Context: an optimization exercise on an open-source flow, tuned for small area. The choices shown serve that exercise and are no tape-out recipe. In this exercise RTL edits were held to simulation tests only and were not proved equivalent to the original. Power is estimated from default activity; no workload was simulated.

==> design/flow/design.v <==
`timescale 1ns/1ps
package game_pkg;
    localparam int ring_slots = 96;    
    localparam int word_bits  = 6;
    localparam int big_slots  = 4;     
endpackage
`timescale 1ns/1ps
`timescale 1ns/1ps
`timescale 1ns/1ps
`timescale 1ns/1ps
`timescale 1ns/1ps
module game_top (
    input  logic        clock,
    input  logic        reset,
    input  logic        keyboard_ready,
    input  logic [2:0]  keyboard_data,
    output logic        key_read_fin,
    input  logic        psel,
    input  logic        penable,
    input  logic        pwrite,
    input  logic [11:0] paddr,
    input  logic [31:0] pwdata,
    output logic [31:0] prdata,
    output logic        pready,
    output logic        pslverr
);
    localparam int N  = game_pkg::ring_slots;
    localparam int WB = game_pkg::word_bits;
    localparam int NB = game_pkg::big_slots;
    localparam logic [2:0] S_IDLE  = 3'd0;
    localparam logic [2:0] S_SPACE = 3'd1;    
    localparam logic [2:0] S_RTGT  = 3'd2;    
    localparam logic [2:0] S_WSRC  = 3'd3;    
    localparam logic [2:0] S_WTGT  = 3'd4;    
    logic [N*WB-1:0] ring;           
    logic [WB-1:0]   head_word;
    logic [WB-1:0]   back_word;      
    logic [3:0]      hh, hv;         
    logic [6:0]      head_idx;
    logic            filling;
    assign head_word = ring[WB-1:0];
    assign head_idx  = {hv, 3'b000} + {2'b00, hv, 1'b0} + {3'b000, hh};
    always_ff @(posedge clock) begin
        ring <= {back_word, ring[N*WB-1:WB]};
    end
    always_ff @(posedge clock) begin
        if (reset) begin
            hh      <= 4'd0;
            hv      <= 4'd0;
            filling <= 1'b1;
        end else begin
            if (hv == 4'd4 && hh == 4'd9) begin    
                hh <= 4'd4;
                hv <= 4'd5;
            end else if (hh == 4'd9) begin
                hh <= 4'd0;
                hv <= (hv == 4'd9) ? 4'd0 : hv + 4'd1;
                if (hv == 4'd9) filling <= 1'b0;
            end else begin
                hh <= hh + 4'd1;
            end
        end
    end
    logic [NB-1:0] b_val;
    logic [6:0]    b_idx [NB];
    logic [NB-1:0] b_hi;             
    logic [NB-1:0] b_match;
    logic [NB-1:0] b_free;           
    logic          b_full;
    logic [1:0]    head_hi;
    logic [6:0]    head_t;
    always_comb begin
        head_hi = 2'b00;
        for (int k = 0; k < NB; k++) begin
            b_match[k] = b_val[k] && (b_idx[k] == head_idx);
            if (b_match[k]) head_hi = {b_hi[k], !b_hi[k]};
        end
        b_full = 1'b1;
        for (int k = 0; k < NB; k++) begin
            b_free[k] = !b_val[k] && b_full;
            b_full    = b_full && b_val[k];
        end
    end
    assign head_t = {head_hi, head_word[4:0]};
    logic [2:0] state;
    logic [3:0] cur_h, cur_v;
    logic       mv;              
    logic       half;            
    logic       player;          
    logic [1:0] dir;             
    logic [6:0] mv_t;            
    logic       accept;
    logic [1:0] dsel;
    logic [3:0] tgt_h, tgt_v;
    logic       on_board;
    logic       at_src, at_tgt;
    logic [6:0] moved;
    logic [6:0] kept;
    assign accept = (state == S_IDLE) && !filling && keyboard_ready && !key_read_fin;
    assign dsel   = (state == S_IDLE) ? keyboard_data[1:0] : dir;
    assign tgt_h = cur_h + ((dsel == 2'd1) ? 4'hf : {3'b000, dsel == 2'd3});
    assign tgt_v = cur_v + ((dsel == 2'd0) ? 4'hf : {3'b000, dsel == 2'd2});
    always_comb begin
        case (dsel)
            2'd0:    on_board = (cur_v != 4'd0);
            2'd1:    on_board = (cur_h != 4'd0);
            2'd2:    on_board = (cur_v != 4'd9);
            default: on_board = (cur_h != 4'd9);
        endcase
    end
    assign at_src = (hh == cur_h) && (hv == cur_v);
    assign at_tgt = (hh == tgt_h) && (hv == tgt_v);
    assign moved  = half ? {1'b0, mv_t[6:1]} : mv_t - 7'd1;                    
    assign kept   = half ? {1'b0, head_t[6:1]} + {6'd0, head_t[0]} : 7'd1;    
    always_comb begin
        back_word = head_word;
        if (filling) begin
            if (hh == 4'd2 && hv == 4'd3)      back_word = {1'b0, 5'h17};    
            else if (hh == 4'd8 && hv == 4'd7) back_word = {1'b1, 5'h19};    
            else                               back_word = '0;
        end else if (state == S_WSRC && at_src) begin
            back_word = {player, kept[4:0]};
        end else if (state == S_WTGT && at_tgt) begin
            back_word = {player, moved[4:0]};
        end
    end
    always_ff @(posedge clock) begin
        if (reset) begin
            b_val    <= 4'b0011;
            b_idx[0] <= 7'd32;
            b_hi[0]  <= 1'b1;
            b_idx[1] <= 7'd78;
            b_hi[1]  <= 1'b1;
        end else if (state == S_WSRC && at_src) begin
            for (int k = 0; k < NB; k++) begin
                if (b_match[k]) begin    
                    b_val[k] <= kept[5];
                    b_hi[k]  <= 1'b0;
                end
            end
        end else if (state == S_WTGT && at_tgt && moved[6:5] != 2'b00) begin
            for (int k = 0; k < NB; k++) begin
                if (b_free[k]) begin
                    b_val[k] <= 1'b1;
                    b_idx[k] <= head_idx;
                    b_hi[k]  <= moved[6];
                end
            end
        end
    end
    always_ff @(posedge clock) begin
        if (reset) begin
            state        <= S_IDLE;
            key_read_fin <= 1'b0;
            cur_h        <= 4'd0;
            cur_v        <= 4'd0;
            mv           <= 1'b0;
            half         <= 1'b0;
            player       <= 1'b0;
        end else begin
            key_read_fin <= accept;
            case (state)
                S_IDLE: begin
                    dir <= keyboard_data[1:0];
                    if (accept) begin
                        if (!keyboard_data[2]) begin
                            if (on_board) begin
                                if (!mv) begin
                                    cur_h <= tgt_h;
                                    cur_v <= tgt_v;
                                end else if (!(tgt_v == 4'd5 && tgt_h <= 4'd3)) begin
                                    state <= S_RTGT;    
                                end
                            end
                        end else if (keyboard_data[1:0] == 2'd0) begin    
                            if (mv) begin
                                mv   <= 1'b0;
                                half <= 1'b0;
                            end else if (!(cur_v == 4'd5 && cur_h <= 4'd3)) begin
                                state <= S_SPACE;    
                            end
                        end else if (keyboard_data[1:0] == 2'd1) begin    
                            if (mv) half <= !half;
                        end
                    end
                end
                S_SPACE: begin
                    if (at_src) begin
                        if (head_t[6:1] != 6'd0 && head_word[5] == player) begin
                            mv   <= 1'b1;
                            half <= 1'b0;
                        end
                        state <= S_IDLE;
                    end
                end
                S_RTGT: begin
                    if (at_tgt) state <= (head_t == 7'd0) ? S_WSRC : S_IDLE;
                end
                S_WSRC: begin
                    if (at_src) begin
                        mv_t  <= head_t;
                        state <= S_WTGT;
                    end
                end
                default: begin    
                    if (at_tgt) begin
                        state  <= S_IDLE;
                        player <= !player;
                        mv     <= 1'b0;
                        half   <= 1'b0;
                        cur_h  <= player ? 4'd2 : 4'd8;
                        cur_v  <= player ? 4'd3 : 4'd7;
                    end
                end
            endcase
        end
    end
    logic access;
    logic cell_rd, status_rd, err;
    logic mount, city, crown;
    assign access    = psel && penable;
    assign cell_rd   = !pwrite && (paddr < 12'd100);
    assign status_rd = !pwrite && (paddr == 12'h100);
    assign err       = !cell_rd && !status_rd;
    assign mount     = (paddr[6:0] >= 7'd50) && (paddr[6:0] <= 7'd53);
    assign crown     = (paddr[6:0] == 7'd32) || (paddr[6:0] == 7'd78);
    assign city      = (paddr[6:0] == 7'd26) || (paddr[6:0] == 7'd84);
    assign pready  = access && (!cell_rd || (!filling && (mount || paddr[6:0] == head_idx)));
    assign pslverr = access && err;
    logic nz;
    assign nz = (head_t != 7'd0);
    always_comb begin
        prdata = '0;
        if (paddr[8]) begin
            prdata[3:0]   = cur_h;
            prdata[7:4]   = cur_v;
            prdata[9:8]   = {mv, half};
            prdata[12:10] = {1'b0, player, !player};
            prdata[16]    = (state == S_IDLE);
        end else begin
            prdata[13:11] = {1'b0, nz && !mount && head_word[5], nz && !mount && !head_word[5]};
            prdata[10:9]  = mount ? 2'd1 : crown ? 2'd2 : city ? 2'd3 : 2'd0;
            prdata[6:0]   = mount ? 7'd0 : (!nz && city) ? 7'h43 : head_t;
        end
    end
endmodule
==> design/flow/flow/run.sh <==
#!/bin/bash
# The standard layout with three changes that only affect how the cells are chosen:
#  - synthesis maps the logic with an area-only ABC script (flow/abc_area.script) and
#    leaves adders to ABC instead of the adder cell map; registers, their names and
#    cell types are those of the standard synthesis;
#  - the clock tree uses large clusters of clkbuf_16 and no dummy loads;
#  - the port buffers are buf_1.
# Each tool's output goes to standard.log (make) in this folder.
set -euo pipefail
W=$PWD
{
  echo "if {[info exists ::env(ADDER_MAP_FILE)]} { unset ::env(ADDER_MAP_FILE) }"
  echo "proc abc {args} {"
  echo "  set i [lsearch -exact \$args -script]"
  echo "  set args [lreplace \$args \$i [expr {\$i + 1}] -script $W/flow/abc_area.script]"
  echo "  yosys abc {*}\$args"
  echo "}"
  cat synth_recipe.tcl
} > area_synth.tcl
sed "s|SYNTH_SCRIPT=[^ ]*|SYNTH_SCRIPT=$W/area_synth.tcl|" standard.sh > area_standard.sh
export CTS_ARGS="-sink_clustering_enable -repair_clock_nets -buf_list sky130_fd_sc_hd__clkbuf_8 -root_buf sky130_fd_sc_hd__clkbuf_16 -sink_clustering_buffer sky130_fd_sc_hd__clkbuf_4 -sink_clustering_size 11 -sink_clustering_max_diameter 35 -dont_use_dummy_load"
export BUFFER_PORTS_ARGS="-buffer_cell sky130_fd_sc_hd__buf_1"
bash area_standard.sh > standard.log 2>&1
==> design/flow/flow/abc_area.script <==
strash
&get -n
&deepsyn -T 40
&put
dch
map -a
mfs2
strash
&get -n
&deepsyn -T 40
&put
dch
map -a
mfs2
strash
dch
map -a
topo
==> design/flow/standard.sh <==
#!/bin/bash
# synth_recipe.tcl (not shown) runs the flow's synth.tcl, then flattens the netlist and writes it again
# the make line also repeats each setting of config.mk as NAME=value (left out here)
make -C /OpenROAD-flow-scripts/flow DESIGN_CONFIG=/design/flow/config.mk WORK_HOME=/design/flow/orfs CLKGATE_MAP_FILE= SYNTH_SCRIPT=/design/flow/synth_recipe.tcl "${@:-finish}"
==> design/flow/config.mk <==
export PLATFORM = sky130hd
export DESIGN_NAME = game_top
export DESIGN_NICKNAME = game_top
export VERILOG_FILES = /design/flow/design.v
export SDC_FILE = /design/flow/constraint.sdc
export NUM_CORES = 4
export LEC_CHECK = 0
export ABC_AREA = 1
export CAP_MARGIN = 20
export CORE_MARGIN = 2
export CORE_UTILIZATION = 65
export SLEW_MARGIN = 20
==> design/flow/constraint.sdc <==
create_clock -name core_clock -period 10.0 [get_ports {clock}]
set_input_delay 2.0000 -clock core_clock [delete_from_list [all_inputs] [get_ports {clock}]]
set_output_delay 2.0000 -clock core_clock [all_outputs]
set_load 0.01 [all_outputs]
==> flow_summary.toml, run 1 <==
[critical_path]
arrival_ps = 5340
crit_chain = "clkinv_1, nor2_1, clkinv_1, nand2_1, nand2_1, o21ai_0, nor2_1, clkinv_1, nand3_1, and2_2, o21ai_0, nand2_1, or2_2, nand2_1, xnor2_1, a2111oi_0, nand2_1, nor2_1, a221oi_1, o22ai_1, clkinv_1, o221ai_1, buf_1"
slowest_stage = "a2111oi_0"
cp-start-kind = "flip-flop"
crit_path_end_kind = "output pin"
crit_type = "flip-flop to output pin"
worst_path_most_repeated_cell = "nand2_1"
crit_start = "hv[1]$_SDFFE_PP0P_"
r2r_start = "hv[1]$_SDFFE_PP0P_"
crit_fanout = 8
slowest_delay_ps = 780
cp.required_ps = 8000

[timing]
worst_slew_pin_slew_ps = 889
grt_setup_unrepaired = "no"
finalCritPeriodShare = 0.734
fmax_ghz = 0.136
setup_tns_ps = 0
slew_headroom = 0.392
min_period_ps = 7340
drv_slew = 0
hold_viol_final = 0
finalSetupViolations = 0
fin_skew_ps = 60.1

[detailed_routing]
vias = 8020
drc = 0
drt-total-wl_mm = 23.6
drtIter0Drc = 589
drtPass1Iterations = 5
ant_nets = 0
vias_per_cell = 4.92
wl_per_cell_um = 14.5

[synthesis]
synth_compound_area_frac = 0.0552
synthAdderAreaFrac = 0
synthXorXnorAreaFrac = 0.0171
synth_edf_count = 25
netlist_area_um2 = 15900
synth_seq_cells = 645
synth_simple_gate_area_share = 0.0652
ys.flop_type = "dfxtp_1"
avgSynthCellArea_um2 = 13.3
synth_top_family_by_area = "simple AND/OR/NAND/NOR gates"
synth.distinct_cells = 36
muxShareOfSynthArea = 0
synth_warnings = 2
synthCells = 1191
synthArstFlopShare = 0
ys_seq_area_frac = 0.829

[pwr]
swShare = 0.197
power_switching_uw = 749
pwr-share-clk = 0.309
powerDensity_nw_per_um2 = 223
seqPwrFrac = 0.679
p_comb_frac = 0.013
p_leak_nw = 6.59
power_mw = 3.81
ir_drop_mv = 0.156
intPower_mw = 3.06

[global_route]
grt_usage = 0.190
antenna_found_initial = 0
grt_max_degree = 18
grt-ovfl-total = 0
grt_pass1_wl_mm = 38.8
grt_pass1_vias = 7831

[min_path]
hp-start = "ring[575]$_DFF_P_"
holdCritPathClass = "flip-flop to flip-flop"

[floorplanning]
core-area_um2 = 24200
die_w_um = 160
row_count = 57
die_h_um = 160
dieArea_um2 = 25700
num_io_pins = 88
start_util = 0.657

[layout]
reg_top3 = "ring (576), b_idx (28), mv_t (7)"
top_register = "ring"
diodes = 0
largest_reg_flops = 576
fin_nets = 1360
drive_above_1_share = 0.0628
area_growth_pct = 7.66
final_cell_count_no_fill = 1629
fill_cells = 1677

[placement]
post-place-cells = 1555
io_buffers = 37
dp_hpwl_mm = 14.9
place_congestion = 0.927

[clock_network]
root_buffer = "clkbuf_16"
cts_buffer_depth = 3
clkTransAtPathRegs_ps = 100
postCtsSetupBuffers = 0
cts_tree = "built"
cts_buffers = 74
cts_hold_buf = 0
cts.repair.resized = 0
htree_levels = 3
cts.sink_count = 645
clock_latency_ps = 530

[outcome]
status = "complete, no violations"

[flow_run]
max_cap_violations = 0
## logic make-up after synthesis
family                    after synthesis
xor gates and xnor gates               31
other                                   1
buffers and inverters                 123
DFF                                   645
AOI/OAI and AO/OA                     145
and+or+nand+nor                       246
## cells in the final DEF, fill, tap and decap left out, types with 13 or more instances in the layout
cell	count
a21oi_1	36
buf_1	37
clkbuf_4	65
clkinv_1	105
conb_1	18
dfxtp_1	620
edfxtp_1	25
nand2_1	71
nand3_1	26
nor2_1	109
nor3_1	21
o21ai_0	49
o22ai_1	18
xnor2_1	13
xor2_1	18
## cell usage after synthesis (7+ instances only)
cell	instances	area, um2
nand3_1	26	130
nor4_1	7	43.8
xor2_1	18	158
o22ai_1	18	113
edfxtp_1	25	751
nand2_1	71	267
nor3_1	21	105
xnor2_1	13	114
clkinv_1	105	394
buf_4	18	135
dfxtp_1	620	12400
a21oi_1	36	180
nor2_1	109	409
o21ai_0	49	245
## power by group through the flow
stage,Sequential [mW],Combinational [mW],Clock (mW)
final,2.58,0.0481,1.18
after global routing,2.59,0.0529,1.33
after CTS,2.58,0.0474,1.23
after detailed placement,2.64,0.0473,0
after global placement,2.64,0.0471,0
after floorplan,2.64,0.0331,0
## per-stage QoR
step | worst slack, ps | hold slack (ps) | util | cell area (um2)
6_report | 2660 | 279 | 0.707 | 17100
5_1_grt | 2180 | 275 | 0.707 | 17100
3_3_place_gp | 3250 | 310 | 0.678 | 16400
3_5_place_dp | 3180 | 312 | 0.678 | 16400
2_1_floorplan | 4140 | 310 | - | 15900
4_1_cts | 2680 | 280 | 0.707 | 17100
## critical path, delay by kind of cell (launching register included)
kind | cells | cell delay (ps)
xor gates and xnor gates | 1 | 110
buffers and inverters | 5 | 760
AOI/OAI and AO/OA | 6 | 1660
DFF | 1 | 470
and+or+nand+nor | 11 | 1890
## path summary, 6_finish.rpt
check / slack [ps] / endpoint / cells past startpoint
max: 2660 / prdata[6] / 23
min: 280 / ring[569]$_DFF_P_ / 0
max reg2reg: 4930 / ring[574]$_DFF_P_ / 24
min reg2reg: 280 / ring[569]$_DFF_P_ / 0
## layer usage
layer / vias up / wire [um] / global-route usage / part of all wire
li1: 4056 / - / - / -
met1: 3683 / 11600 / 0.285 / 0.49
met2: 224 / 9710 / 0.270 / 0.41
met3: 57 / 1630 / 0.0403 / 0.069
met4: 0 / 637 / 0.0839 / 0.027
met5: - / 0 / 0 / 0
## layout make-up
cell class | count | area [um2] | area share
clock buffer | 74 | 713 | 0.0417
inverter | 105 | 394 | 0.0231
multi-input combinational | 440 | 2250 | 0.132
sequential | 645 | 13200 | 0.770
tap | 324 | 405 | 0.0237
timing repair buffer | 41 | 169 | 0.00988
==> run 2: changes to the inputs <==
--- a/design/flow/flow/run.sh
+++ b/design/flow/flow/run.sh
@@ -18,6 +18,6 @@
   cat synth_recipe.tcl
 } > area_synth.tcl
 sed "s|SYNTH_SCRIPT=[^ ]*|SYNTH_SCRIPT=$W/area_synth.tcl|" standard.sh > area_standard.sh
-export CTS_ARGS="-sink_clustering_enable -repair_clock_nets -buf_list sky130_fd_sc_hd__clkbuf_8 -root_buf sky130_fd_sc_hd__clkbuf_16 -sink_clustering_buffer sky130_fd_sc_hd__clkbuf_4 -sink_clustering_size 11 -sink_clustering_max_diameter 35 -dont_use_dummy_load"
+export CTS_ARGS="-sink_clustering_enable -repair_clock_nets -buf_list sky130_fd_sc_hd__clkbuf_4 -root_buf sky130_fd_sc_hd__clkbuf_8 -sink_clustering_buffer sky130_fd_sc_hd__clkbuf_8 -sink_clustering_size 20 -sink_clustering_max_diameter 55 -dont_use_dummy_load"
 export BUFFER_PORTS_ARGS="-buffer_cell sky130_fd_sc_hd__buf_1"
 bash area_standard.sh > standard.log 2>&1
==> flow_summary.toml, run 2 <==
[outcome]
status = "complete, no violations"

[timing]
fin_skew_ps = 62.3
slew_headroom = 0.421
hold_viol_final = 0
finalCritPeriodShare = 0.738
worst_slew_pin_slew_ps = 847
finalSetupViolations = 0
setup_tns_ps = 0
grt_setup_unrepaired = "no"
fmax_ghz = 0.135
setup_ws_ps = 2620
min_period_ps = 7380
hold-worst-slack_ps = 250
drv_slew = 0

[synthesis]
synth_seq_cells = 645
ys_seq_area_frac = 0.829
synth_edf_count = 25
synthArstFlopShare = 0
synthCells = 1191
netlist_area_um2 = 15900
ys_top_cells_by_area = "dfxtp_1, edfxtp_1, nor2_1"
synth_warnings = 2
avgSynthCellArea_um2 = 13.3
synth_most_common_cell = "dfxtp_1"
synth.top_cell.area_share = 0.782
synth.distinct_cells = 36
synthTopCellsByCount = "dfxtp_1, nor2_1, clkinv_1, nand2_1, o21ai_0"
ys.flop_type = "dfxtp_1"
synth_area_leader_cell = "dfxtp_1"

[min_path]
hold_depth = 0
holdCritPathClass = "flip-flop to flip-flop"

[clock_network]
cts_tree = "built"
clkTransAtPathRegs_ps = 100
postCtsSetupBuffers = 0
clock_latency_ps = 560
root_buffer = "clkbuf_8"
cts_hold_buf = 0
cts.repair.resized = 0
cts_buffer_depth = 3
htree_levels = 2
cts.sink_count = 645
cts_buffers = 42

[detailed_routing]
wl_per_cell_um = 14.5
drc = 0
vias_per_cell = 4.87
drtPass1Iterations = 5
vias = 7782
drtIter0Drc = 580
drt-total-wl_mm = 23.1
ant_nets = 0

[placement]
dp_hpwl_mm = 14.9
placed_cell_area_um2 = 16400
place_congestion = 0.927
io_buffers = 37
pre_cts_slack_ps = 3180

[critical_path]
r2r.worst_path.cells = 18
crit_fanout = 8
crit_type = "flip-flop to output pin"
cp.required_ps = 8000
crit_path_end_kind = "output pin"
cp-start-kind = "flip-flop"
reg2reg_setup_slack_ps = 4900
arrival_ps = 5380

[floorplanning]
core-area_um2 = 24200
start_util = 0.657
die_h_um = 160
dieArea_um2 = 25700
row_count = 57
num_io_pins = 88
die_w_um = 160

[pwr]
intPower_mw = 2.98
swShare = 0.195
power_switching_uw = 719
powerDensity_nw_per_um2 = 218
ir_drop_mv = 0.200
pwr-share-clk = 0.287
p_comb_frac = 0.013
p_leak_nw = 6.48
seqPwrFrac = 0.699

[layout]
final_common_cell = "dfxtp_1"
largest_reg_flops = 576
fill_cells = 1677
reg_top3 = "ring (576), b_idx (28), mv_t (7)"
stdcell_area_um2 = 17000
layout_common_cells = "dfxtp_1, nor2_1, clkinv_1, nand2_1, o21ai_0"
diodes = 0
area_growth_pct = 6.81
fin_nets = 1328
drive_above_1_share = 0.0393
top_register = "ring"

[global_route]
grt_max_degree = 21
grt_pass1_wl_mm = 37.5
antenna_found_initial = 0
grt_usage = 0.183
grt-ovfl-total = 0
grt_pass1_vias = 7470

[flow_run]
max_cap_violations = 0
-- run 2: cell types whose count changed in the layout (fill, tap and decap cells not counted), sizes merged --
| cell | delta |
|---|---|
| clkbuf | -32 |
-- run 2: stage by stage --
stage / cells / utilization / total power [mW]
CTS: 1597 / 0.701 / 3.73
global route: 1597 / 0.701 / 3.83
global placement: 1555 / 0.678 / 2.69
finish: 1597 / 0.701 / 3.69
floorplan: 1208 / - / 2.68
detailed placement: 1555 / 0.678 / 2.69
-- run 2: kinds of logic (layout without fill, tap and decap cells) --
kind of cell	count (synthesis)	count (layout)	share of synthesized area
simple gates	246	246	0.0652
compound gates	145	145	0.0552
flops	645	645	0.829
xor+xnor	31	31	0.0171
buf+inv	123	188	0.0333
other cells	1	18	0.000236
-- run 2: routing by layer --
layer  share of wire  GRT usage  up-vias
li1                -          -     3966
met1            0.52      0.285     3576
met2            0.40      0.261      192
met3           0.057     0.0302       48
met4           0.028     0.0635        0
met5               0          0        -
-- run 2: final timing paths --
| check | startpoint | end |
|---|---|---|
| worst max-delay path | hv[1]$_SDFFE_PP0P_ | prdata[6] |
| worst max register to register | state[2]$_SDFFE_PP0P_ | b_idx[3][4]$_DFFE_PP_ |
| worst min-delay path | ring[233]$_DFF_P_ | ring[227]$_DFF_P_ |
| worst min register to register | ring[233]$_DFF_P_ | ring[227]$_DFF_P_ |
-- run 2: worst max-delay path, stage by stage, from the launching register on --
cell and delay, ps:
dfxtp_1 490, clkinv_1 240, nor2_1 240, clkinv_1 90, nand2_1 160, nand2_1 120
o21ai_0 120, nor2_1 70, clkinv_1 70, nand3_1 50, and2_2 200, o21ai_0 140
nand2_1 160, or2_2 300, nand2_1 300, xnor2_1 110, a2111oi_0 740, nand2_1 150
nor2_1 130, a221oi_1 80, o22ai_1 260, clkinv_1 160, o221ai_1 270, buf_1 190
-- run 2: cell type report --
type	instances	area (um2)	area share
timing repair buffer	41	169	0.00996
clock buffer	42	578	0.0341
sequential	645	13200	0.776
inverter	105	394	0.0232
multi-input combinational	440	2250	0.133
tap	324	405	0.0239
-- run 2: power by group through the flow --
stage / logic (mW) / clock network [mW] / registers, mW
3_5_place_dp: 0.0473 / 0 / 2.64
6_report: 0.0481 / 1.06 / 2.58
2_1_floorplan: 0.0331 / 0 / 2.64
3_3_place_gp: 0.0471 / 0 / 2.64
4_1_cts: 0.0474 / 1.10 / 2.58
5_1_grt: 0.0528 / 1.19 / 2.59
==> run 3: changes to the inputs <==
--- a/design/flow/flow/run.sh
+++ b/design/flow/flow/run.sh
@@ -18,6 +18,6 @@
   cat synth_recipe.tcl
 } > area_synth.tcl
 sed "s|SYNTH_SCRIPT=[^ ]*|SYNTH_SCRIPT=$W/area_synth.tcl|" standard.sh > area_standard.sh
-export CTS_ARGS="-sink_clustering_enable -repair_clock_nets -buf_list sky130_fd_sc_hd__clkbuf_4 -root_buf sky130_fd_sc_hd__clkbuf_8 -sink_clustering_buffer sky130_fd_sc_hd__clkbuf_8 -sink_clustering_size 20 -sink_clustering_max_diameter 55 -dont_use_dummy_load"
+export CTS_ARGS="-sink_clustering_enable -repair_clock_nets -buf_list sky130_fd_sc_hd__clkbuf_4 -root_buf sky130_fd_sc_hd__clkbuf_8 -sink_clustering_buffer sky130_fd_sc_hd__clkbuf_4 -sink_clustering_size 12 -sink_clustering_max_diameter 36 -dont_use_dummy_load"
 export BUFFER_PORTS_ARGS="-buffer_cell sky130_fd_sc_hd__buf_1"
 bash area_standard.sh > standard.log 2>&1
==> flow_summary.toml, run 3 <==
[layout]
largest_reg_flops = 576
area_growth_pct = 6.78
final_common_cell = "dfxtp_1"
diodes = 0
finish.utilization = 0.701
drive_above_1_share = 0.0592
top_register = "ring"
layout_common_cells = "dfxtp_1, nor2_1, clkinv_1, nand2_1, clkbuf_4"
fin_nets = 1355
fill_cells = 1699
reg_top3 = "ring (576), b_idx (28), mv_t (7)"

[floorplanning]
die_h_um = 160
row_count = 57
num_io_pins = 88
dieArea_um2 = 25700
die_w_um = 160
start_util = 0.657
core-area_um2 = 24200

[clock_network]
postCtsSetupBuffers = 0
clock_latency_ps = 560
cts_hold_buf = 0
cts_buffers = 69
cts_tree = "built"
root_buffer = "clkbuf_8"
cts.sink_count = 645
cts.repair.resized = 0
cts_buffer_depth = 3
htree_levels = 3
clkTransAtPathRegs_ps = 100

[detailed_routing]
drt-total-wl_mm = 23.3
ant_nets = 0
drtIter0Drc = 574
drtPass1Iterations = 5
drc = 0
vias = 8008
vias_per_cell = 4.93
wl_per_cell_um = 14.4

[min_path]
holdCritPathClass = "flip-flop to flip-flop"
whs_endpoint = "ring[287]$_DFF_P_"
hold_depth = 0
hp-start = "ring[293]$_DFF_P_"

[synthesis]
avgSynthCellArea_um2 = 13.3
synth.top_cell.area_share = 0.782
synth_seq_cells = 645
ys_top_cells_by_area = "dfxtp_1, edfxtp_1, nor2_1"
synthCells = 1191
synth_most_common_cell = "dfxtp_1"
synth_area_leader_cell = "dfxtp_1"
synthArstFlopShare = 0
synthTopCellsByCount = "dfxtp_1, nor2_1, clkinv_1, nand2_1, o21ai_0"
synth.distinct_cells = 36
synth_edf_count = 25
netlist_area_um2 = 15900
ys_seq_area_frac = 0.829
synth_warnings = 2
ys.flop_type = "dfxtp_1"

[pwr]
swShare = 0.198
ir_drop_mv = 0.156
intPower_mw = 2.96
p_comb_frac = 0.013
p_leak_nw = 6.52
seqPwrFrac = 0.701
powerDensity_nw_per_um2 = 217
pwr-share-clk = 0.286
power_switching_uw = 729

[critical_path]
crit_path_end_kind = "output pin"
crit-reg2reg-capture = "b_idx[3][1]$_DFFE_PP_"
arrival_ps = 5360
cp.required_ps = 8000
reg2reg_setup_slack_ps = 4940
r2r_start = "state[1]$_SDFFE_PP0P_"
crit_type = "flip-flop to output pin"
r2r.worst_path.cells = 18
crit_start = "hv[1]$_SDFFE_PP0P_"
cp-start-kind = "flip-flop"
crit_fanout = 8

[timing]
min_period_ps = 7360
setup_tns_ps = 0
finalSetupViolations = 0
hold_viol_final = 0
fmax_ghz = 0.136
worst_slew_pin_slew_ps = 899
grt_setup_unrepaired = "no"
drv_slew = 0
fin_skew_ps = 63.6
slew_headroom = 0.385
setup_ws_ps = 2640
finalCritPeriodShare = 0.736

[placement]
pre_cts_slack_ps = 3180
dp_hpwl_mm = 14.9
io_buffers = 37
place_congestion = 0.927

[global_route]
grt_pass1_wl_mm = 38.2
grt-ovfl-total = 0
grt_usage = 0.187
antenna_found_initial = 0
grt_max_degree = 18
grt_pass1_vias = 7696

[flow_run]
max_cap_violations = 0

[outcome]
status = "complete, no violations"
-- run 3: layer usage --
metal | global-route usage | routed length (um) | vias to the layer above
li1 | - | - | 4048
met1 | 0.283 | 11900 | 3701
met2 | 0.263 | 9450 | 217
met3 | 0.0413 | 1470 | 42
met4 | 0.0766 | 546 | 0
met5 | 0 | 0 | -
-- run 3: power by group through the flow --
stage / logic (mW) / registers [mW] / clock network [mW]
2_1_floorplan: 0.0331 / 2.64 / 0
3_3_place_gp: 0.0471 / 2.64 / 0
3_5_place_dp: 0.0473 / 2.64 / 0
4_1_cts: 0.0475 / 2.59 / 1.11
5_1_grt: 0.0529 / 2.59 / 1.20
6_report: 0.0480 / 2.58 / 1.05
-- run 3: stage by stage --
step	instance area (um2)	hold WS [ps]	std cells	power (mW)
3_5_place_dp	16400	312	1555	2.69
5_1_grt	17000	260	1624	3.84
4_1_cts	17000	256	1624	3.74
2_1_floorplan	15900	310	1208	2.68
3_3_place_gp	16400	310	1555	2.69
6_report	17000	256	1624	3.69
-- run 3: cells by family (layout without fill, tap and decap cells) --
logic type	after synthesis	in the layout	share of synthesized area
AOI/OAI and AO/OA	145	145	0.0552
other	1	18	0.000236
buffers and inverters	123	215	0.0333
and+or+nand+nor	246	246	0.0652
xor gates and xnor gates	31	31	0.0171
DFF	645	645	0.829
-- run 3: worst max-delay path by stage --
stage / end / slack, ps / depth (start not counted)
final: prdata[6] / 2640 / 23
after global routing: prdata[6] / 2150 / 23
after CTS: prdata[6] / 2640 / 23
after floorplan: prdata[6] / 4140 / 23
after detailed placement: prdata[6] / 3180 / 23
after global placement: prdata[6] / 3250 / 23
-- run 3: critical path: stages, from the launching register on --
cell       delay, ps
dfxtp_1          470
clkinv_1         240
nor2_1           240
clkinv_1          90
nand2_1          160
nand2_1          120
o21ai_0          120
nor2_1            70
clkinv_1          70
nand3_1           50
and2_2           200
o21ai_0          140
nand2_1          160
or2_2            300
nand2_1          310
xnor2_1          110
a2111oi_0        780
nand2_1          150
nor2_1           130
a221oi_1          80
o22ai_1          260
clkinv_1         170
o221ai_1         270
buf_1            190
-- run 3: area by class of cell --
type,count,area [um2],area share
clock buffers,69,574,0.0339
inverters,105,394,0.0232
multi-input cells,440,2250,0.133
flip-flops and latches,645,13200,0.776
well taps,324,405,0.0239
repair buffers,41,169,0.00996
==> run 4: changes to the inputs <==
--- a/design/flow/flow/run.sh
+++ b/design/flow/flow/run.sh
@@ -18,6 +18,6 @@
   cat synth_recipe.tcl
 } > area_synth.tcl
 sed "s|SYNTH_SCRIPT=[^ ]*|SYNTH_SCRIPT=$W/area_synth.tcl|" standard.sh > area_standard.sh
-export CTS_ARGS="-sink_clustering_enable -repair_clock_nets -buf_list sky130_fd_sc_hd__clkbuf_4 -root_buf sky130_fd_sc_hd__clkbuf_8 -sink_clustering_buffer sky130_fd_sc_hd__clkbuf_4 -sink_clustering_size 12 -sink_clustering_max_diameter 36 -dont_use_dummy_load"
+export CTS_ARGS="-sink_clustering_enable -repair_clock_nets -buf_list sky130_fd_sc_hd__clkbuf_4 -root_buf sky130_fd_sc_hd__clkbuf_8 -sink_clustering_buffer sky130_fd_sc_hd__clkbuf_4 -sink_clustering_size 11 -sink_clustering_max_diameter 45 -dont_use_dummy_load"
 export BUFFER_PORTS_ARGS="-buffer_cell sky130_fd_sc_hd__buf_1"
 bash area_standard.sh > standard.log 2>&1
==> flow_summary.toml, run 4 <==
[outcome]
status = "complete, no violations"

[layout]
finish.utilization = 0.702
layout_common_cells = "dfxtp_1, nor2_1, clkinv_1, nand2_1, clkbuf_4"
largest_reg_flops = 576
top_register = "ring"
area_growth_pct = 6.83
diodes = 0
final_common_cell = "dfxtp_1"
reg_top3 = "ring (576), b_idx (28), mv_t (7)"
drive_above_1_share = 0.0600
fin_nets = 1356
stdcell_area_um2 = 17000

[detailed_routing]
drt-total-wl_mm = 23.3
drc = 0
drtIter0Drc = 530
vias_per_cell = 4.91
drtPass1Iterations = 5
wl_per_cell_um = 14.3
vias = 7982
ant_nets = 0

[clock_network]
htree_levels = 3
clkTransAtPathRegs_ps = 100
cts.repair.resized = 0
cts_hold_buf = 0
root_buffer = "clkbuf_8"
cts_tree = "built"
cts_buffers = 70
cts.sink_count = 645
postCtsSetupBuffers = 0
cts_buffer_depth = 3
clock_latency_ps = 560

[critical_path]
crit-reg2reg-capture = "ring[574]$_DFF_P_"
r2r_start = "hv[1]$_SDFFE_PP0P_"
slowest_delay_ps = 780
crit_chain = "clkinv_1, nor2_1, clkinv_1, nand2_1, nand2_1, o21ai_0, nor2_1, clkinv_1, nand3_1, and2_2, o21ai_0, nand2_1, or2_2, nand2_1, xnor2_1, a2111oi_0, nand2_1, nor2_1, a221oi_1, o22ai_1, clkinv_1, o221ai_1, buf_1"
crit_family = "simple AND/OR/NAND/NOR gates"
slowest_stage = "a2111oi_0"
arrival_ps = 5460
cp.required_ps = 8000
cp_num_buf_inv = 5
crit_path_end_kind = "output pin"
reg2reg_setup_slack_ps = 4870
r2r.worst_path.cells = 24
crit_start = "hv[1]$_SDFFE_PP0P_"
cp.depth = 23
cp-start-kind = "flip-flop"
worst_path_most_repeated_cell = "nand2_1"
crit_fanout = 8
crit_type = "flip-flop to output pin"
crit_path_end = "prdata[6]"

[timing]
grt_setup_unrepaired = "no"
setup_ws_ps = 2540
hold_viol_final = 0
worst_slew_pin_slew_ps = 897
finalCritPeriodShare = 0.746
drv_slew = 0
hold-worst-slack_ps = 299
fin_skew_ps = 39.5
finalSetupViolations = 0
min_period_ps = 7460
fmax_ghz = 0.134
setup_tns_ps = 0
slew_headroom = 0.386

[global_route]
grt_pass1_wl_mm = 38.3
grt_usage = 0.188
antenna_found_initial = 0
grt_pass1_vias = 7748
grt_max_degree = 18
grt-ovfl-total = 0

[placement]
place_congestion = 0.927
pre_cts_slack_ps = 3180
io_buffers = 37
placed_cell_area_um2 = 16400
dp_hpwl_mm = 14.9

[synthesis]
synth_warnings = 2
synthCells = 1191
avgSynthCellArea_um2 = 13.3
synth_edf_count = 25
synthArstFlopShare = 0
synth_most_common_cell = "dfxtp_1"
synth_area_leader_cell = "dfxtp_1"
ys_top_cells_by_area = "dfxtp_1, edfxtp_1, nor2_1"
synthTopCellsByCount = "dfxtp_1, nor2_1, clkinv_1, nand2_1, o21ai_0"
synth.top_cell.area_share = 0.782
ys_seq_area_frac = 0.829
synth_seq_cells = 645
synth.distinct_cells = 36
netlist_area_um2 = 15900
ys.flop_type = "dfxtp_1"

[floorplanning]
dieArea_um2 = 25700
core-area_um2 = 24200
start_util = 0.657
num_io_pins = 88
row_count = 57
die_w_um = 160
die_h_um = 160

[pwr]
powerDensity_nw_per_um2 = 218
p_leak_nw = 6.52
ir_drop_mv = 0.155

[min_path]
holdCritPathClass = "flip-flop to flip-flop"

[flow_run]
max_cap_violations = 0
==> run 4: cell counts after synthesis <==
Identical to the previous run, type by type.
==> run 4: worst min path at each step <==
stage,from,endpoint,slack [ps],cells past startpoint
3_5_place_dp,ring[257]$_DFF_P_,ring[251]$_DFF_P_,310,0
6_report,ring[407]$_DFF_P_,ring[401]$_DFF_P_,300,0
4_1_cts,ring[407]$_DFF_P_,ring[401]$_DFF_P_,300,0
3_3_place_gp,ring[71]$_DFF_P_,ring[65]$_DFF_P_,310,0
5_1_grt,ring[533]$_DFF_P_,ring[527]$_DFF_P_,310,0
2_1_floorplan,ring[6]$_DFF_P_,ring[0]$_DFF_P_,310,0
==> run 4: cell type report <==
| class | count | area (um2) |
|---|---|---|
| flip-flops and latches | 645 | 13200 |
| fillers | 1699 | 7210 |
| multi-input cells | 440 | 2250 |
| clock buffers | 70 | 582 |
| well taps | 324 | 405 |
| inverters | 105 | 394 |
| repair buffers | 41 | 169 |
==> run 4: metrics by stage <==
stage / instances / power [mW]
2_1_floorplan: 1208 / 2.68
3_3_place_gp: 1555 / 2.69
3_5_place_dp: 1555 / 2.69
4_1_cts: 1625 / 3.74
5_1_grt: 1625 / 3.85
6_report: 1625 / 3.69
==> run 4: power by group <==
group          leakage [nW]  internal (mW)  switching [mW]
registers              5.24           2.58         0.00144
logic                 0.943         0.0129          0.0353
clock network         0.345          0.367           0.694
total                  6.52           2.96           0.731
==> run 4: per-layer routing <==
| layer | share of wire | global-route usage | routed length [um] | up-vias |
|---|---|---|---|---|
| met3 | 0.068 | 0.0380 | 1580 | 58 |
| met1 | 0.50 | 0.286 | 11700 | 3668 |
| met4 | 0.028 | 0.0819 | 654 | 0 |
| met5 | 0 | 0 | 0 | - |
| met2 | 0.40 | 0.262 | 9340 | 206 |
| li1 | - | - | - | 4050 |
==> run 4: logic make-up (layout without fill, tap and decap cells) <==
logic type,Yosys count,in the layout,share of synthesized area
compound gates,145,145,0.0552
flops,645,645,0.829
simple gates,246,246,0.0652
other cells,1,18,0.000236
buf+inv,123,216,0.0333
xor+xnor,31,31,0.0171
==> run 5: changes to the inputs <==
--- a/design/flow/flow/run.sh
+++ b/design/flow/flow/run.sh
@@ -18,6 +18,6 @@
   cat synth_recipe.tcl
 } > area_synth.tcl
 sed "s|SYNTH_SCRIPT=[^ ]*|SYNTH_SCRIPT=$W/area_synth.tcl|" standard.sh > area_standard.sh
-export CTS_ARGS="-sink_clustering_enable -repair_clock_nets -buf_list sky130_fd_sc_hd__clkbuf_4 -root_buf sky130_fd_sc_hd__clkbuf_8 -sink_clustering_buffer sky130_fd_sc_hd__clkbuf_4 -sink_clustering_size 11 -sink_clustering_max_diameter 45 -dont_use_dummy_load"
+export CTS_ARGS="-sink_clustering_enable -repair_clock_nets -buf_list sky130_fd_sc_hd__clkbuf_4 -root_buf sky130_fd_sc_hd__clkbuf_8 -sink_clustering_buffer sky130_fd_sc_hd__clkbuf_4 -sink_clustering_size 13 -sink_clustering_max_diameter 40 -dont_use_dummy_load"
 export BUFFER_PORTS_ARGS="-buffer_cell sky130_fd_sc_hd__buf_1"
 bash area_standard.sh > standard.log 2>&1
==> flow_summary.toml, run 5 <==
[outcome]
status = "complete, no violations"

[global_route]
antenna_found_initial = 0
grt_max_degree = 18
grt_pass1_wl_mm = 37.9
grt_usage = 0.185
grt-ovfl-total = 0
grt_pass1_vias = 7647

[detailed_routing]
drtIter0Drc = 537
drt-total-wl_mm = 23.2
vias = 7925
ant_nets = 0
vias_per_cell = 4.91
wl_per_cell_um = 14.4
drtPass1Iterations = 5
drc = 0

[synthesis]
synth.top_cell.area_share = 0.782
synthCells = 1191
synthArstFlopShare = 0
synthTopCellsByCount = "dfxtp_1, nor2_1, clkinv_1, nand2_1, o21ai_0"
synth_seq_cells = 645
synth_edf_count = 25
synth.distinct_cells = 36
avgSynthCellArea_um2 = 13.3
synth_most_common_cell = "dfxtp_1"
ys_top_cells_by_area = "dfxtp_1, edfxtp_1, nor2_1"
synth_warnings = 2
ys.flop_type = "dfxtp_1"
ys_seq_area_frac = 0.829
synth_area_leader_cell = "dfxtp_1"
netlist_area_um2 = 15900

[timing]
finalSetupViolations = 0
hold_viol_final = 0
fmax_ghz = 0.135
drv_slew = 0
min_period_ps = 7410
worst_slew_pin_slew_ps = 883
slew_headroom = 0.396
setup_tns_ps = 0
grt_setup_unrepaired = "no"
finalCritPeriodShare = 0.741
hold-worst-slack_ps = 288
fin_skew_ps = 63.9

[critical_path]
slowest_delay_ps = 770
crit_family = "simple AND/OR/NAND/NOR gates"
crit_path_end_kind = "output pin"
worst_path_most_repeated_cell = "nand2_1"
cp.required_ps = 8000
r2r_start = "hv[1]$_SDFFE_PP0P_"
cp_num_buf_inv = 5
crit_fanout = 8
cp-start-kind = "flip-flop"
crit_chain = "clkinv_1, nor2_1, clkinv_1, nand2_1, nand2_1, o21ai_0, nor2_1, clkinv_1, nand3_1, and2_2, o21ai_0, nand2_1, or2_2, nand2_1, xnor2_1, a2111oi_0, nand2_1, nor2_1, a221oi_1, o22ai_1, clkinv_1, o221ai_1, buf_1"
arrival_ps = 5410
crit_start = "hv[1]$_SDFFE_PP0P_"
crit_type = "flip-flop to output pin"
slowest_stage = "a2111oi_0"

[placement]
dp_hpwl_mm = 14.9
io_buffers = 37
placed_cell_area_um2 = 16400
place_congestion = 0.927

[clock_network]
cts_buffers = 59
root_buffer = "clkbuf_8"
cts_buffer_depth = 3
clkTransAtPathRegs_ps = 120
clock_latency_ps = 580
postCtsSetupBuffers = 0
cts.repair.resized = 0
cts.sink_count = 645
cts_hold_buf = 0
cts_tree = "built"
htree_levels = 2

[pwr]
ir_drop_mv = 0.148
power_mw = 3.60
p_leak_nw = 6.46
powerDensity_nw_per_um2 = 214

[layout]
fin_nets = 1345
diodes = 0
drive_above_1_share = 0.0519
reg_top3 = "ring (576), b_idx (28), mv_t (7)"
largest_reg_flops = 576
top_register = "ring"
final_common_cell = "dfxtp_1"
layout_common_cells = "dfxtp_1, nor2_1, clkinv_1, nand2_1, clkbuf_4"
stdcell_area_um2 = 16900
area_growth_pct = 6.15

[floorplanning]
start_util = 0.657
core-area_um2 = 24200
row_count = 57
die_w_um = 160
dieArea_um2 = 25700
num_io_pins = 88
die_h_um = 160

[min_path]
holdCritPathClass = "flip-flop to flip-flop"
hp-start = "ring[556]$_DFF_P_"

[flow_run]
max_cap_violations = 0
[run 5: power by group]
part           internal [mW]  switching [mW]
combinational         0.0129          0.0352
clock                  0.298           0.673
sequential              2.58         0.00146
[run 5: per-stage QoR]
step	cells	util	setup WS, ps
2_1_floorplan	1208	-	4140
3_3_place_gp	1555	0.678	3250
3_5_place_dp	1555	0.678	3180
4_1_cts	1614	0.697	2570
5_1_grt	1614	0.697	2070
6_report	1614	0.697	2590
[run 5: worst reg2reg max path: cells and delay by family, from the launching register on]
kind	cells	cell delay, ps
DFF	1	490
AOI/OAI and AO/OA	7	1800
and+or+nand+nor	12	2030
buffers and inverters	3	400
xor gates and xnor gates	2	300
[run 5: per-layer routing]
metal	routed length [um]	global-route usage	vias up
li1	-	-	4023
met1	11600	0.284	3637
met2	9510	0.264	210
met3	1460	0.0331	55
met4	648	0.0688	0
met5	0	0	-
[run 5: kinds of logic after synthesis]
| logic type | Yosys count | share of synthesized area |
|---|---|---|
| flops | 645 | 0.829 |
| simple gates | 246 | 0.0652 |
| compound gates | 145 | 0.0552 |
| buf+inv | 123 | 0.0333 |
| xor+xnor | 31 | 0.0171 |
| other cells | 1 | 0.000236 |
[run 5: worst paths after layout]
path / endpoint / slack [ps] / cells past startpoint
setup / recovery: prdata[6] / 2590 / 23
setup reg to reg: ring[574]$_DFF_P_ / 4880 / 24
hold reg to reg: ring[550]$_DFF_P_ / 290 / 0
hold / removal: ring[550]$_DFF_P_ / 290 / 0
[run 5: layout make-up]
class,count,area (um2)
well taps,324,405
inverters,105,394
repair buffers,41,169
flip-flops and latches,645,13200
fillers,1722,7320
clock buffers,59,474
multi-input cells,440,2250
==> run 6: changes to the inputs <==
--- a/design/flow/design.v
+++ b/design/flow/design.v
@@ -2,7 +2,6 @@
 package game_pkg;
     localparam int ring_slots = 96;    
     localparam int word_bits  = 6;
-    localparam int big_slots  = 4;     
 endpackage
 `timescale 1ns/1ps
 `timescale 1ns/1ps
@@ -26,7 +25,6 @@
 );
     localparam int N  = game_pkg::ring_slots;
     localparam int WB = game_pkg::word_bits;
-    localparam int NB = game_pkg::big_slots;
     localparam logic [2:0] S_IDLE  = 3'd0;
     localparam logic [2:0] S_SPACE = 3'd1;    
     localparam logic [2:0] S_RTGT  = 3'd2;    
@@ -61,27 +59,16 @@
             end
         end
     end
-    logic [NB-1:0] b_val;
-    logic [6:0]    b_idx [NB];
-    logic [NB-1:0] b_hi;             
-    logic [NB-1:0] b_match;
-    logic [NB-1:0] b_free;           
-    logic          b_full;
-    logic [1:0]    head_hi;
-    logic [6:0]    head_t;
-    always_comb begin
-        head_hi = 2'b00;
-        for (int k = 0; k < NB; k++) begin
-            b_match[k] = b_val[k] && (b_idx[k] == head_idx);
-            if (b_match[k]) head_hi = {b_hi[k], !b_hi[k]};
-        end
-        b_full = 1'b1;
-        for (int k = 0; k < NB; k++) begin
-            b_free[k] = !b_val[k] && b_full;
-            b_full    = b_full && b_val[k];
-        end
-    end
-    assign head_t = {head_hi, head_word[4:0]};
+    logic [3:0] b_val;               
+    logic [6:0] b_t [4];
+    logic       head_ptr;
+    logic [1:0] head_ent;
+    logic [6:0] head_t;
+    logic       nz;                  
+    assign head_ptr = (head_word[4:1] == 4'b1111);
+    assign head_ent = {head_word[5], head_word[0]};
+    assign head_t   = head_ptr ? b_t[head_ent] : {2'b00, head_word[4:0]};
+    assign nz       = (head_word[4:0] != 5'd0);
     logic [2:0] state;
     logic [3:0] cur_h, cur_v;
     logic       mv;              
@@ -96,6 +83,7 @@
     logic       at_src, at_tgt;
     logic [6:0] moved;
     logic [6:0] kept;
+    logic       big_kept, big_moved;
     assign accept = (state == S_IDLE) && !filling && keyboard_ready && !key_read_fin;
     assign dsel   = (state == S_IDLE) ? keyboard_data[1:0] : dir;
     assign tgt_h = cur_h + ((dsel == 2'd1) ? 4'hf : {3'b000, dsel == 2'd3});
@@ -112,40 +100,32 @@
     assign at_tgt = (hh == tgt_h) && (hv == tgt_v);
     assign moved  = half ? {1'b0, mv_t[6:1]} : mv_t - 7'd1;                    
     assign kept   = half ? {1'b0, head_t[6:1]} + {6'd0, head_t[0]} : 7'd1;    
+    assign big_kept  = (kept >= 7'd30);
+    assign big_moved = (moved >= 7'd30);
     always_comb begin
         back_word = head_word;
         if (filling) begin
-            if (hh == 4'd2 && hv == 4'd3)      back_word = {1'b0, 5'h17};    
-            else if (hh == 4'd8 && hv == 4'd7) back_word = {1'b1, 5'h19};    
+            if (hh == 4'd2 && hv == 4'd3)      back_word = {1'b0, 5'd30};    
+            else if (hh == 4'd8 && hv == 4'd7) back_word = {1'b1, 5'd30};    
             else                               back_word = '0;
         end else if (state == S_WSRC && at_src) begin
-            back_word = {player, kept[4:0]};
+            if (!big_kept) back_word = {player, kept[4:0]};    
         end else if (state == S_WTGT && at_tgt) begin
-            back_word = {player, moved[4:0]};
+            back_word = big_moved ? {player, 4'b1111, b_val[{player, 1'b0}]}
+                                  : {player, moved[4:0]};
         end
     end
     always_ff @(posedge clock) begin
         if (reset) begin
-            b_val    <= 4'b0011;
-            b_idx[0] <= 7'd32;
-            b_hi[0]  <= 1'b1;
-            b_idx[1] <= 7'd78;
-            b_hi[1]  <= 1'b1;
-        end else if (state == S_WSRC && at_src) begin
-            for (int k = 0; k < NB; k++) begin
-                if (b_match[k]) begin    
-                    b_val[k] <= kept[5];
-                    b_hi[k]  <= 1'b0;
-                end
-            end
-        end else if (state == S_WTGT && at_tgt && moved[6:5] != 2'b00) begin
-            for (int k = 0; k < NB; k++) begin
-                if (b_free[k]) begin
-                    b_val[k] <= 1'b1;
-                    b_idx[k] <= head_idx;
-                    b_hi[k]  <= moved[6];
-                end
-            end
+            b_val  <= 4'b0101;
+            b_t[0] <= 7'h57;
+            b_t[2] <= 7'h59;
+        end else if (state == S_WSRC && at_src && head_ptr) begin
+            if (big_kept) b_t[head_ent] <= kept;
+            else          b_val[head_ent] <= 1'b0;
+        end else if (state == S_WTGT && at_tgt && big_moved) begin
+            b_val[{player, b_val[{player, 1'b0}]}] <= 1'b1;
+            b_t[{player, b_val[{player, 1'b0}]}]   <= moved;
         end
     end
     always_ff @(posedge clock) begin
@@ -186,7 +166,7 @@
                 end
                 S_SPACE: begin
                     if (at_src) begin
-                        if (head_t[6:1] != 6'd0 && head_word[5] == player) begin
+                        if (head_word[4:1] != 4'd0 && head_word[5] == player) begin    
                             mv   <= 1'b1;
                             half <= 1'b0;
                         end
@@ -194,7 +174,7 @@
                     end
                 end
                 S_RTGT: begin
-                    if (at_tgt) state <= (head_t == 7'd0) ? S_WSRC : S_IDLE;
+                    if (at_tgt) state <= nz ? S_IDLE : S_WSRC;
                 end
                 S_WSRC: begin
                     if (at_src) begin
@@ -227,8 +207,6 @@
     assign city      = (paddr[6:0] == 7'd26) || (paddr[6:0] == 7'd84);
     assign pready  = access && (!cell_rd || (!filling && (mount || paddr[6:0] == head_idx)));
     assign pslverr = access && err;
-    logic nz;
-    assign nz = (head_t != 7'd0);
     always_comb begin
         prdata = '0;
         if (paddr[8]) begin
==> flow_summary.toml, run 6 <==
[global_route]
grt_pass1_wl_mm = 38.8
grt-ovfl-total = 0
grt_usage = 0.190
grt_max_degree = 17
grt_pass1_vias = 7801
antenna_found_initial = 1

[synthesis]
synthArstFlopShare = 0
synth.distinct_cells = 34
synth_area_leader_cell = "dfxtp_1"
synthCells = 1187
synth.top_cell.area_share = 0.773
ys_seq_area_frac = 0.830
ys.flop_type = "dfxtp_1"
netlist_area_um2 = 15800
synthTopCellsByCount = "dfxtp_1, nor2_1, clkinv_1, nand2_1, a21oi_1"
synth_seq_cells = 639
ys_top_cells_by_area = "dfxtp_1, edfxtp_1, nor2_1"
avgSynthCellArea_um2 = 13.3
synth_warnings = 1
synth_edf_count = 30
synth_most_common_cell = "dfxtp_1"

[layout]
stdcell_area_um2 = 16700
finish.utilization = 0.697
fin_nets = 1341
area_growth_pct = 6.20
drive_above_1_share = 0.0498
top_register = "ring"
layout_common_cells = "dfxtp_1, nor2_1, clkinv_1, nand2_1, clkbuf_4"
fill_cells = 1709
diodes = 0
final_common_cell = "dfxtp_1"
largest_reg_flops = 576
reg_top3 = "ring (576), b_t (28), mv_t (7)"

[floorplanning]
core-area_um2 = 24000
num_io_pins = 88
die_h_um = 160
dieArea_um2 = 25500
die_w_um = 160
row_count = 57
start_util = 0.656

[placement]
dp_hpwl_mm = 15.4
place_congestion = 0.963
io_buffers = 37
placed_cell_area_um2 = 16300

[pwr]
ir_drop_mv = 0.145
powerDensity_nw_per_um2 = 225
power_mw = 3.77
p_leak_nw = 6.41

[clock_network]
cts.repair.resized = 0
cts_buffer_depth = 3
htree_levels = 2
cts_tree = "built"
postCtsSetupBuffers = 0
clkTransAtPathRegs_ps = 120
cts.sink_count = 639
cts_hold_buf = 0
root_buffer = "clkbuf_8"
clock_latency_ps = 580
cts_buffers = 59

[critical_path]
cp.required_ps = 10150
slowest_stage = "nor2_1"
crit_fanout = 8
r2r_start = "state[1]$_SDFFE_PP0P_"
crit_path_end_kind = "flip-flop"
crit_start = "keyboard_data[1]"
cp-start-kind = "primary input"
slowest_delay_ps = 570
crit_chain = "buf_1, nand2_1, o21ai_0, buf_4, clkinv_1, nor2_1, nand2_1, a21oi_1, clkinv_1, nor3_1, o21ai_0, nor2_1, clkinv_1, nor2_1, clkinv_1, nor2_1, clkinv_1, nor2_1, nand2_1, o21ai_0, clkinv_1, nor2_1"
arrival_ps = 6110
crit_type = "primary input to flip-flop"

[outcome]
status = "complete, no violations"

[detailed_routing]
drc = 0
ant_nets = 0
vias = 7945
wl_per_cell_um = 14.7
drtPass1Iterations = 5
drtIter0Drc = 471
vias_per_cell = 4.93
drt-total-wl_mm = 23.6

[timing]
finalSetupViolations = 0
hold_viol_final = 0
finalCritPeriodShare = 0.596
fin_skew_ps = 60.4
hold-worst-slack_ps = 275
setup_tns_ps = 0
grt_setup_unrepaired = "no"
drv_slew = 0
min_period_ps = 5960
worst_slew_pin_slew_ps = 690
fmax_ghz = 0.168
slew_headroom = 0.538

[min_path]
holdCritPathClass = "flip-flop to flip-flop"
hp-start = "ring[56]$_DFF_P_"

[flow_run]
max_cap_violations = 0
==> run 6: changes by cell type after synthesis, moves of 6 or more <==
cell,delta
nand3_1,-6
a21oi_1,+15
o22ai_1,-7
xor2_1,-8
dfxtp_1,-11
o21ai_0,-11
==> run 6: path summary, 6_finish.rpt <==
kind / cells after the start / end / slack (ps)
setup reg to reg: 24 / b_t[1][0]$_DFFE_PP_ / 4670
hold / removal: 0 / ring[50]$_DFF_P_ / 280
setup / recovery: 22 / b_t[1][0]$_DFFE_PP_ / 4040
hold reg to reg: 0 / ring[50]$_DFF_P_ / 280
==> run 6: cell type report <==
class | count | area (um2) | area share
Sequential cell | 639 | 13100 | 0.782
Multi-Input combinational cell | 438 | 2200 | 0.131
Clock buffer | 59 | 474 | 0.0283
Inverter | 109 | 409 | 0.0244
Tap cell | 324 | 405 | 0.0242
Timing Repair Buffer | 41 | 169 | 0.0101
==> run 6: cell families after synthesis <==
kind of cell	count (synthesis)	synth area share
buffers and inverters	127	0.0345
xor gates and xnor gates	21	0.0117
and+or+nand+nor	246	0.0645
AOI/OAI and AO/OA	153	0.0589
other	1	0.000238
DFF	639	0.830
==> run 6: report_power, final <==
part | leakage [nW] | switching, mW | internal (mW)
clock | 0.284 | 0.674 | 0.298
sequential | 5.18 | 0.0159 | 2.58
combinational | 0.949 | 0.138 | 0.0644
==> run 6: critical path: cells and delay by family <==
kind	cells	cell delay, ps
simple gates	10	2090
buf+inv	8	1290
compound gates	4	730
==> run 6: per-layer routing <==
| layer | wire length, um | part of all wire | track usage |
|---|---|---|---|
| met3 | 1440 | 0.061 | 0.0429 |
| met4 | 710 | 0.030 | 0.0773 |
| met1 | 11600 | 0.49 | 0.277 |
| met5 | 0 | 0 | 0 |
| met2 | 9870 | 0.42 | 0.280 |
==> run 6: metrics by stage <==
| stage | std cells | worst slack, ps |
|---|---|---|
| 6_report | 1610 | 4040 |
| 4_1_cts | 1610 | 4110 |
| 3_5_place_dp | 1551 | 3560 |
| 5_1_grt | 1610 | 3450 |
| 2_1_floorplan | 1204 | 4520 |
| 3_3_place_gp | 1551 | 3540 |
==> run 7: changes to the inputs <==
--- a/design/flow/design.v
+++ b/design/flow/design.v
@@ -59,8 +59,8 @@
             end
         end
     end
-    logic [3:0] b_val;               
-    logic [6:0] b_t [4];
+    logic [6:0] b_t [4];             
+    logic       tgt_e;               
     logic       head_ptr;
     logic [1:0] head_ent;
     logic [6:0] head_t;
@@ -111,21 +111,18 @@
         end else if (state == S_WSRC && at_src) begin
             if (!big_kept) back_word = {player, kept[4:0]};    
         end else if (state == S_WTGT && at_tgt) begin
-            back_word = big_moved ? {player, 4'b1111, b_val[{player, 1'b0}]}
-                                  : {player, moved[4:0]};
+            back_word = big_moved ? {player, 4'b1111, tgt_e} : {player, moved[4:0]};
         end
     end
     always_ff @(posedge clock) begin
         if (reset) begin
-            b_val  <= 4'b0101;
             b_t[0] <= 7'h57;
             b_t[2] <= 7'h59;
-        end else if (state == S_WSRC && at_src && head_ptr) begin
+        end else if (state == S_WSRC && at_src) begin
+            tgt_e <= head_word[0] ^ big_kept;
             if (big_kept) b_t[head_ent] <= kept;
-            else          b_val[head_ent] <= 1'b0;
         end else if (state == S_WTGT && at_tgt && big_moved) begin
-            b_val[{player, b_val[{player, 1'b0}]}] <= 1'b1;
-            b_t[{player, b_val[{player, 1'b0}]}]   <= moved;
+            b_t[{player, tgt_e}] <= moved;
         end
     end
     always_ff @(posedge clock) begin
==> flow_summary.toml, run 7 <==
[outcome]
status = "complete, no violations"

[synthesis]
synth_area_leader_cell = "dfxtp_1"
ys_seq_area_frac = 0.835
netlist_area_um2 = 15700
synthCells = 1168
synth.top_cell.area_share = 0.776
synthTopCellsByCount = "dfxtp_1, nor2_1, clkinv_1, nand2_1, o21ai_0"
synth_seq_cells = 638
synth.distinct_cells = 40
avgSynthCellArea_um2 = 13.4
synth_most_common_cell = "dfxtp_1"
synthArstFlopShare = 0
ys_top_cells_by_area = "dfxtp_1, edfxtp_1, nor2_1"
synth_edf_count = 31
synth_warnings = 1
ys.flop_type = "dfxtp_1"

[layout]
drive_above_1_share = 0.0577
stdcell_area_um2 = 16600
layout_common_cells = "dfxtp_1, nor2_1, clkinv_1, nand2_1, clkbuf_4"
fill_cells = 1682
fin_nets = 1320
diodes = 0
reg_top3 = "ring (576), b_t (28), mv_t (7)"
final_common_cell = "dfxtp_1"
top_register = "ring"
largest_reg_flops = 576
area_growth_pct = 6.17

[timing]
slew_headroom = 0.399
worst_slew_pin_slew_ps = 898
hold_viol_final = 0
drv_slew = 0
min_period_ps = 6100
fmax_ghz = 0.164
hold-worst-slack_ps = 303
finalCritPeriodShare = 0.610
fin_skew_ps = 73.4
grt_setup_unrepaired = "no"
setup_tns_ps = 0
finalSetupViolations = 0

[clock_network]
cts_tree = "built"
clkTransAtPathRegs_ps = 110
clock_latency_ps = 560
root_buffer = "clkbuf_8"
cts.sink_count = 638
cts_hold_buf = 0
postCtsSetupBuffers = 0
cts.repair.resized = 0
cts_buffer_depth = 3
cts_buffers = 60
htree_levels = 2

[detailed_routing]
drc = 0
drtPass1Iterations = 5
wl_met1_mm = 11.3
vias = 7876
met3_length_mm = 1.33
wl_per_cell_um = 14.2
vias_per_cell = 4.97
ant_nets = 0
top_layer_used = "met4"
drtIter0Drc = 557
dr_wl_met2_mm = 9.37
drt-total-wl_mm = 22.5

[critical_path]
cp.required_ps = 10160
crit_fanout = 7
cp-start-kind = "primary input"
arrival_ps = 6260
crit_path_end_kind = "flip-flop"
crit_type = "primary input to flip-flop"
r2r.worst_path.cells = 21

[global_route]
grt_max_degree = 19
grt_pass1_wl_mm = 37.1
grt_pass1_vias = 7588
grt_usage = 0.181
antenna_found_initial = 0
grt-ovfl-total = 0

[placement]
io_buffers = 37
place_congestion = 0.928
placed_cell_area_um2 = 16100
dp_hpwl_mm = 14.6

[pwr]
powerDensity_nw_per_um2 = 215
ir_drop_mv = 0.141
p_leak_nw = 6.36

[floorplanning]
row_count = 56
num_io_pins = 88
start_util = 0.665
die_h_um = 159
dieArea_um2 = 25400
die_w_um = 159
core-area_um2 = 23500

[flow_run]
max_cap_violations = 0

[min_path]
hold_depth = 0
holdCritPathClass = "flip-flop to flip-flop"
[run 7: changes by cell type after synthesis, sizes merged, moves of 3 or more]
cell,change
nor2,-4
xnor2,-4
a22oi,-3
nand2,+13
o22a,+3
o21ai,+9
o22ai,-4
clkinv,-15
nand4,-3
a21oi,-14
[run 7: cells by family (layout without fill, tap and decap cells)]
group                     after synthesis  count (layout)  synth area share
xor gates and xnor gates               15              15           0.00839
AOI/OAI and AO/OA                     144             144            0.0567
DFF                                   638             638             0.835
buffers and inverters                 113             193            0.0314
other                                   1              18          0.000239
muxes                                   1               1          0.000719
and+or+nand+nor                       256             256            0.0673
[run 7: layout make-up]
type                       instances  area, um2  share of cell area
inverter                          94        353              0.0212
multi-input combinational        434       2160               0.130
clock buffer                      60        482              0.0290
sequential                       638      13100               0.787
timing repair buffer              39        151             0.00910
tap                              319        399              0.0240
[run 7: metrics by stage]
step / power (mW) / std cells / utilization / setup WS [ps]
final: 3.57 / 1584 / 0.706 / 3900
after global routing: 3.72 / 1584 / 0.706 / 3550
after CTS: 3.62 / 1583 / 0.706 / 3570
after detailed placement: 2.66 / 1523 / 0.685 / 2990
after global placement: 2.66 / 1523 / 0.685 / 3040
after floorplan: 2.65 / 1185 / - / 4520
[run 7: report_power, final]
group | switching (mW) | total, mW | internal [mW]
clock | 0.665 | 0.966 | 0.302
sequential | 0.00231 | 2.56 | 2.56
combinational | 0.0312 | 0.0434 | 0.0123
[run 7: critical path, cell delays in order]
cell and delay [ps]:
buf_1 160, clkinv_1 160, nand2_1 90, o21ai_0 290, nor2_1 250, clkinv_1 80
a21oi_1 240, o21ai_0 130, a2111oi_0 350, o211ai_1 200, nor2_1 450, clkinv_1 270
nor2_1 370, nand2_1 270, o21a_1 260, clkinv_1 50, nor2_1 50, nor3_2 570
[run 7: final timing paths]
check / startpoint / end / slack [ps]
worst max-delay path: keyboard_data[1] / b_t[0][4]$_DFFE_PP_ / 3900
worst min-delay path: ring[61]$_DFF_P_ / ring[55]$_DFF_P_ / 300
worst max register to register: ring[5]$_DFF_P_ / b_t[2][3]$_SDFFE_PP1P_ / 4430
worst min register to register: ring[61]$_DFF_P_ / ring[55]$_DFF_P_ / 300
[run 7: layer usage]
layer / vias to the layer above / GRT usage
met5: - / 0
met3: 59 / 0.0352
met1: 3649 / 0.273
li1: 3961 / -
met4: 0 / 0.0711
met2: 207 / 0.262

==> what the ideal ports hide <==
Ports are ideal in the flow. The routed layouts listed here were re-timed in OpenROAD.
Step 1: set_driving_cell puts a clkbuf_16 on clock and a buf_2 on each other input, an assumption about the parent block.
Step 2 also shifts input and output timing later by t, the mid clock arrival at the registers, as if the neighbouring blocks saw the same clock.
Three values: no drivers, after step 1, after step 2; two values: the first two.
run | t (ns) | setup WS [ns] | hold WS [ns] | worst data-port slew with drivers (ns) | pins driven straight from the clock port
run 1 | 0.554 | 2.657 / 2.608 / 3.162 | 0.279 / 0.279 / 0.279 | 0.03 | 1
run 2 | 0.569 | 2.617 / 2.576 / 3.144 | 0.250 / 0.250 / 0.250 | 0.03 | 1
run 3 | 0.574 | 2.642 / 2.600 / 3.174 | 0.256 / 0.256 / 0.256 | 0.03 | 1
run 4 | 0.589 | 2.544 / 2.502 / 3.091 | 0.299 / 0.299 / 0.299 | 0.03 | 1
run 5 | 0.591 | 2.592 / 2.548 / 3.139 | 0.288 / 0.288 / 0.288 | 0.03 | 1
run 6 | 0.587 | 4.045 / 4.054 / 3.477 | 0.275 / 0.275 / 0.275 | 0.05 | 1
run 7 | 0.575 | 3.904 / 3.918 / 3.343 | 0.303 / 0.303 / 0.303 | 0.03 | 1
After both steps every run listed still meets setup and hold. For run 6, which loses most, drivers alone change the setup slack by +0.009 ns; drivers and shift together by -0.568 ns.
